This is an optimization exercise on Yosys and OpenROAD, whose aim is small area and a short achievable clock period, not a production implementation. Where RTL was checked, it was by simulation tests only, not by an equivalence proof against the original. No activity file was given, so power comes from the tool's default toggle rates.

Setup of main:
==> flow/design.v <==
`default_nettype none
module lq_violation_select #(
    parameter int SQN_W = 6
) (
    input  wire logic [1:0]         i_flag,
    input  wire logic [2*SQN_W-1:0] i_sqn,
    output logic                    o_idx,
    output logic                    o_valid
);
    logic [SQN_W-1:0] diff;
    always_comb begin
        diff    = i_sqn[SQN_W +: SQN_W] - i_sqn[0 +: SQN_W];
        o_idx   = i_flag[1] & (~i_flag[0] | diff[SQN_W-1]);
        o_valid = |i_flag;
    end
endmodule
`default_nettype wire
`default_nettype none
module load_order_queue (
    input  wire logic        clk,
    input  wire logic        rst,
    input  wire logic [5:0]  IN_commitSqN,
    input  wire logic [1:0]  IN_valid,
    input  wire logic [1:0]  IN_isLoad,
    input  wire logic [63:0] IN_pc,
    input  wire logic [63:0] IN_addr,
    input  wire logic [3:0]  IN_size,
    input  wire logic [11:0] IN_sqN,
    input  wire logic [11:0] IN_loadSqN,
    input  wire logic [11:0] IN_storeSqN,
    input  wire logic        IN_branch_taken,
    input  wire logic [5:0]  IN_branch_sqN,
    input  wire logic [5:0]  IN_branch_loadSqN,
    input  wire logic        IN_branch_flush,
    output logic             OUT_branch_taken,
    output logic [31:0]      OUT_branch_dstPC,
    output logic [5:0]       OUT_branch_sqN,
    output logic [5:0]       OUT_branch_storeSqN,
    output logic [5:0]       OUT_branch_loadSqN,
    output logic             OUT_branch_flush,
    output logic [5:0]       OUT_maxLoadSqN
);
    localparam int NE = 16;
    function automatic logic is_older(input logic [5:0] a, input logic [5:0] b);
        logic bw;
        bw = 1'b0;
        for (int i = 0; i < 5; i++)
            bw = (~a[i] & b[i]) | (~(a[i] ^ b[i]) & bw);
        is_older = a[5] ^ b[5] ^ bw;
    endfunction
    function automatic logic [3:0] size_to_mask(input logic [1:0] size, input logic [1:0] off);
        case (size)
            2'd0:    size_to_mask = 4'b0001 << off;
            2'd1:    size_to_mask = off[1] ? 4'b1100 : 4'b0011;
            default: size_to_mask = 4'b1111;
        endcase
    endfunction
    logic [NE-1:0]       ent_valid_q;
    logic [NE-1:0][5:0]  ent_sqn_q;
    logic [NE-1:0][29:0] ent_addr_q;
    logic [NE-1:0][3:0]  ent_mask_q;
    logic [5:0]          max_q;           
    logic                br_taken_q;
    logic [31:0]         br_pc_q;
    logic [5:0]          br_sqn_q, br_ssqn_q, br_lsqn_q;
    logic [1:0]       op_live, op_ld, op_st;
    logic [1:0][5:0]  op_sqn;
    logic [1:0][29:0] op_addr;
    logic [1:0][3:0]  op_mask;
    logic [1:0][3:0]  op_idx;
    always_comb begin
        for (int p = 0; p < 2; p++) begin
            op_sqn[p]  = IN_sqN[p*6 +: 6];
            op_live[p] = IN_valid[p] & ~(IN_branch_taken & is_older(IN_branch_sqN, op_sqn[p]));
            op_ld[p]   = op_live[p] &  IN_isLoad[p];
            op_st[p]   = op_live[p] & ~IN_isLoad[p];
            op_addr[p] = IN_addr[p*32+2 +: 30];
            op_mask[p] = size_to_mask(IN_size[p*2 +: 2], IN_addr[p*32 +: 2]);
            op_idx[p]  = IN_loadSqN[p*6 +: 4];
        end
    end
    logic [1:0] viol;
    always_comb begin
        for (int p = 0; p < 2; p++) begin
            logic hit;
            hit = 1'b0;
            for (int e = 0; e < NE; e++)
                hit = hit | (ent_valid_q[e] && (ent_addr_q[e] == op_addr[p]) &&
                             is_older(op_sqn[p], ent_sqn_q[e]) && (|(ent_mask_q[e] & op_mask[p])));
            hit = hit | (op_ld[1-p] && (op_addr[1-p] == op_addr[p]) &&
                         is_older(op_sqn[p], op_sqn[1-p]) && (|(op_mask[1-p] & op_mask[p])));
            viol[p] = op_st[p] & hit;
        end
    end
    logic sel, any_viol;
    lq_violation_select #(.SQN_W(6)) u_sel (
        .i_flag  (viol),
        .i_sqn   (IN_sqN),
        .o_idx   (sel),
        .o_valid (any_viol)
    );
    logic [3:0]    hidx;         
    logic [NE-1:0] h0;           
    logic [NE-1:0] can_ret;      
    logic [NE-1:0] clr;          
    logic          ret0, ret1;
    logic [5:0]    max_d;
    always_comb begin
        hidx = max_q[3:0] + 4'd1;
        for (int e = 0; e < NE; e++) begin
            h0[e]      = (hidx == 4'(e));
            can_ret[e] = ent_valid_q[e] & is_older(ent_sqn_q[e], IN_commitSqN);
        end
        ret0 = |(h0 & can_ret);
        ret1 = ret0 & |({h0[NE-2:0], h0[NE-1]} & can_ret);
        for (int e = 0; e < NE; e++) begin
            if (IN_branch_taken)
                clr[e] = is_older(IN_branch_sqN, ent_sqn_q[e]);
            else
                clr[e] = (h0[e] & can_ret[e]) |
                         (h0[(e+NE-1)%NE] & can_ret[(e+NE-1)%NE] & can_ret[e]);
        end
        if (IN_branch_taken)
            max_d = IN_branch_flush ? IN_branch_loadSqN + 6'd15 : max_q;
        else
            max_d = max_q + {5'd0, ret0} + {5'd0, ret1};
    end
    logic [NE-1:0] we0, we1;
    always_comb begin
        for (int e = 0; e < NE; e++) begin
            we0[e] = op_ld[0] & (op_idx[0] == 4'(e));
            we1[e] = op_ld[1] & (op_idx[1] == 4'(e));
        end
    end
    always_ff @(posedge clk or posedge rst) begin
        if (rst) begin
            ent_valid_q <= '0;
            max_q       <= 6'd15;
            br_taken_q  <= 1'b0;
        end else begin
            for (int e = 0; e < NE; e++)
                ent_valid_q[e] <= we0[e] | we1[e] | (ent_valid_q[e] & ~clr[e]);
            max_q      <= max_d;
            br_taken_q <= any_viol;
        end
    end
    logic [NE-1:0] wr1, wr0, hold;
    logic [39:0]   wd0, wd1;
    assign wd0 = {op_sqn[0], op_addr[0], op_mask[0]};
    assign wd1 = {op_sqn[1], op_addr[1], op_mask[1]};
    assign wr1  = we1;
    assign wr0  = we0 & ~we1;
    assign hold = ~(we0 | we1);
    always_ff @(posedge clk) begin
        for (int e = 0; e < NE; e++)
            {ent_sqn_q[e], ent_addr_q[e], ent_mask_q[e]} <=
                ~(({40{wr1[e]}} & ~wd1) | ({40{wr0[e]}} & ~wd0) |
                  ({40{hold[e]}} & ~{ent_sqn_q[e], ent_addr_q[e], ent_mask_q[e]}));
        br_pc_q   <= sel ? IN_pc[63:32]       : IN_pc[31:0];
        br_sqn_q  <= sel ? IN_sqN[11:6]       : IN_sqN[5:0];
        br_ssqn_q <= sel ? IN_storeSqN[11:6]  : IN_storeSqN[5:0];
        br_lsqn_q <= sel ? IN_loadSqN[11:6]   : IN_loadSqN[5:0];
    end
    assign OUT_branch_taken    = br_taken_q;
    assign OUT_branch_dstPC    = br_pc_q;
    assign OUT_branch_sqN      = br_sqn_q;
    assign OUT_branch_storeSqN = br_ssqn_q;
    assign OUT_branch_loadSqN  = br_lsqn_q;
    assign OUT_branch_flush    = 1'b0;
    assign OUT_maxLoadSqN      = max_q;
endmodule
`default_nettype wire
Settings: LEC_CHECK=0, CAP_MARGIN=20, CORE_MARGIN=2, CORE_UTILIZATION=50, PLACE_DENSITY=0.65, SETUP_SLACK_MARGIN=2.5, SLEW_MARGIN=20; clock period 6.0 ns.
run.sh (not shown) runs the stock make flow with config.mk's settings and CLKGATE_MAP_FILE= SYNTH_SCRIPT=/design/flow/synth_recipe.tcl, a recipe that flattens the netlist after the stock synthesis.
[inputs] the feature branch vs main
--- a/flow/design.v
+++ b/flow/design.v
@@ -8,11 +8,11 @@
     output logic                    o_valid
 );
     logic [SQN_W-1:0] diff;
     always_comb begin
         diff    = i_sqn[SQN_W +: SQN_W] - i_sqn[0 +: SQN_W];
-        o_idx   = i_flag[1] & (~i_flag[0] | diff[SQN_W-1]);
+        o_idx   = diff[SQN_W-1] ? i_flag[1] : ~i_flag[0];
         o_valid = |i_flag;
     end
 endmodule
 `default_nettype wire
 `default_nettype none
@@ -40,15 +40,22 @@
     output logic             OUT_branch_flush,
     output logic [5:0]       OUT_maxLoadSqN
 );
     localparam int NE = 16;
     function automatic logic is_older(input logic [5:0] a, input logic [5:0] b);
-        logic bw;
-        bw = 1'b0;
-        for (int i = 0; i < 5; i++)
-            bw = (~a[i] & b[i]) | (~(a[i] ^ b[i]) & bw);
-        is_older = a[5] ^ b[5] ^ bw;
+        logic [4:0] lt, gt;
+        logic       lt43, gt43, lt21, gt21, lt41, gt41, ltall;
+        lt    = ~a[4:0] & b[4:0];
+        gt    = a[4:0] & ~b[4:0];
+        lt43  = lt[4] | (~gt[4] & lt[3]);
+        gt43  = gt[4] | (~lt[4] & gt[3]);
+        lt21  = lt[2] | (~gt[2] & lt[1]);
+        gt21  = gt[2] | (~lt[2] & gt[1]);
+        lt41  = lt43 | (~gt43 & lt21);
+        gt41  = gt43 | (~lt43 & gt21);
+        ltall = lt41 | (~gt41 & lt[0]);
+        is_older = (a[5] ^ b[5]) ? ~ltall : ltall;
     endfunction
     function automatic logic [3:0] size_to_mask(input logic [1:0] size, input logic [1:0] off);
         case (size)
             2'd0:    size_to_mask = 4'b0001 << off;
             2'd1:    size_to_mask = off[1] ? 4'b1100 : 4'b0011;
@@ -97,35 +104,42 @@
         .i_flag  (viol),
         .i_sqn   (IN_sqN),
         .o_idx   (sel),
         .o_valid (any_viol)
     );
-    logic [3:0]    hidx;         
-    logic [NE-1:0] h0;           
-    logic [NE-1:0] can_ret;      
+    logic [NE-1:0] h0, h1;       
     logic [NE-1:0] clr;          
+    logic          v0, v1;
+    logic [5:0]    s0, s1;
     logic          ret0, ret1;
-    logic [5:0]    max_d;
+    logic [5:0]    inc1, inc2, max_d;
     always_comb begin
-        hidx = max_q[3:0] + 4'd1;
         for (int e = 0; e < NE; e++) begin
-            h0[e]      = (hidx == 4'(e));
-            can_ret[e] = ent_valid_q[e] & is_older(ent_sqn_q[e], IN_commitSqN);
+            h0[e] = (max_q[3:0] == 4'((e + NE - 1) % NE));
+            h1[e] = (max_q[3:0] == 4'((e + NE - 2) % NE));
         end
-        ret0 = |(h0 & can_ret);
-        ret1 = ret0 & |({h0[NE-2:0], h0[NE-1]} & can_ret);
+        v0 = 1'b0; v1 = 1'b0; s0 = '0; s1 = '0;
+        for (int e = 0; e < NE; e++) begin
+            v0 = v0 | (h0[e] & ent_valid_q[e]);
+            v1 = v1 | (h1[e] & ent_valid_q[e]);
+            s0 = s0 | ({6{h0[e]}} & ent_sqn_q[e]);
+            s1 = s1 | ({6{h1[e]}} & ent_sqn_q[e]);
+        end
+        ret0 = v0 & is_older(s0, IN_commitSqN);
+        ret1 = ret0 & v1 & is_older(s1, IN_commitSqN);
         for (int e = 0; e < NE; e++) begin
             if (IN_branch_taken)
                 clr[e] = is_older(IN_branch_sqN, ent_sqn_q[e]);
             else
-                clr[e] = (h0[e] & can_ret[e]) |
-                         (h0[(e+NE-1)%NE] & can_ret[(e+NE-1)%NE] & can_ret[e]);
+                clr[e] = (h0[e] & ret0) | (h1[e] & ret1);
         end
+        inc1 = max_q + 6'd1;
+        inc2 = max_q + 6'd2;
         if (IN_branch_taken)
             max_d = IN_branch_flush ? IN_branch_loadSqN + 6'd15 : max_q;
         else
-            max_d = max_q + {5'd0, ret0} + {5'd0, ret1};
+            max_d = ret1 ? inc2 : ret0 ? inc1 : max_q;
     end
     logic [NE-1:0] we0, we1;
     always_comb begin
         for (int e = 0; e < NE; e++) begin
             we0[e] = op_ld[0] & (op_idx[0] == 4'(e));
### Flow results
The higher first-iteration DRC count came out of main.
Compare the feature branch and main | post-cts gate resize count lower: the feature branch
When the feature branch is set beside main, its multiplexer share of the synthesized area turns out to be 3.1 points larger.
Per the comparison of the feature branch with main, total power consumption of the routed design higher; part of the power in combinational logic now sits higher.
Compared with main, the feature branch shows area of the die that has gone down by a few percent.
Total CTS buffers, the feature branch and main: larger value in main
The time the worst path needs with I/O delays and setup of the feature branch is lower than that of main.
Changes observed in the feature branch relative to main: met3 track demand over resource in global routing down 1.5 points, worst hold slack up 0.053 ns, final cell utilization of the core down 1.5 points, gate count of the mapped netlist down 343.
For main, only the layout was checked, not whether the RTL still works.

==> afterwards: timing with drivers on the ports <==
No port has a modelled driver above. Below, the same layouts with a new extraction and two added sets of constraints.
Step 1, drivers: a clkbuf_16 drives clk and a buf_2 each remaining input, both assumed.
Step 2, shift: input delay + t, output delay - t, t = (earliest + latest rising clock arrival at the registers) / 2. This alone moves slack from input paths to output paths.
a / b / c = ideal / step 1 / step 2; a / b = the first two.
run	shift t [ns]	slack for setup (ns)	hold slack, ns	latest minus earliest clock arrival (ns)
main	0.744	1.940 / 1.957 / 1.213	0.515 / 0.515 / 0.515	0.041 / 0.040
the feature branch	0.756	1.952 / 1.988 / 1.232	0.569 / 0.569 / 0.569	0.034 / 0.034
After both steps setup and hold are still met in every run listed. The setup slack of main, which loses most, moves by +0.017 ns with the drivers and by -0.727 ns with both steps.
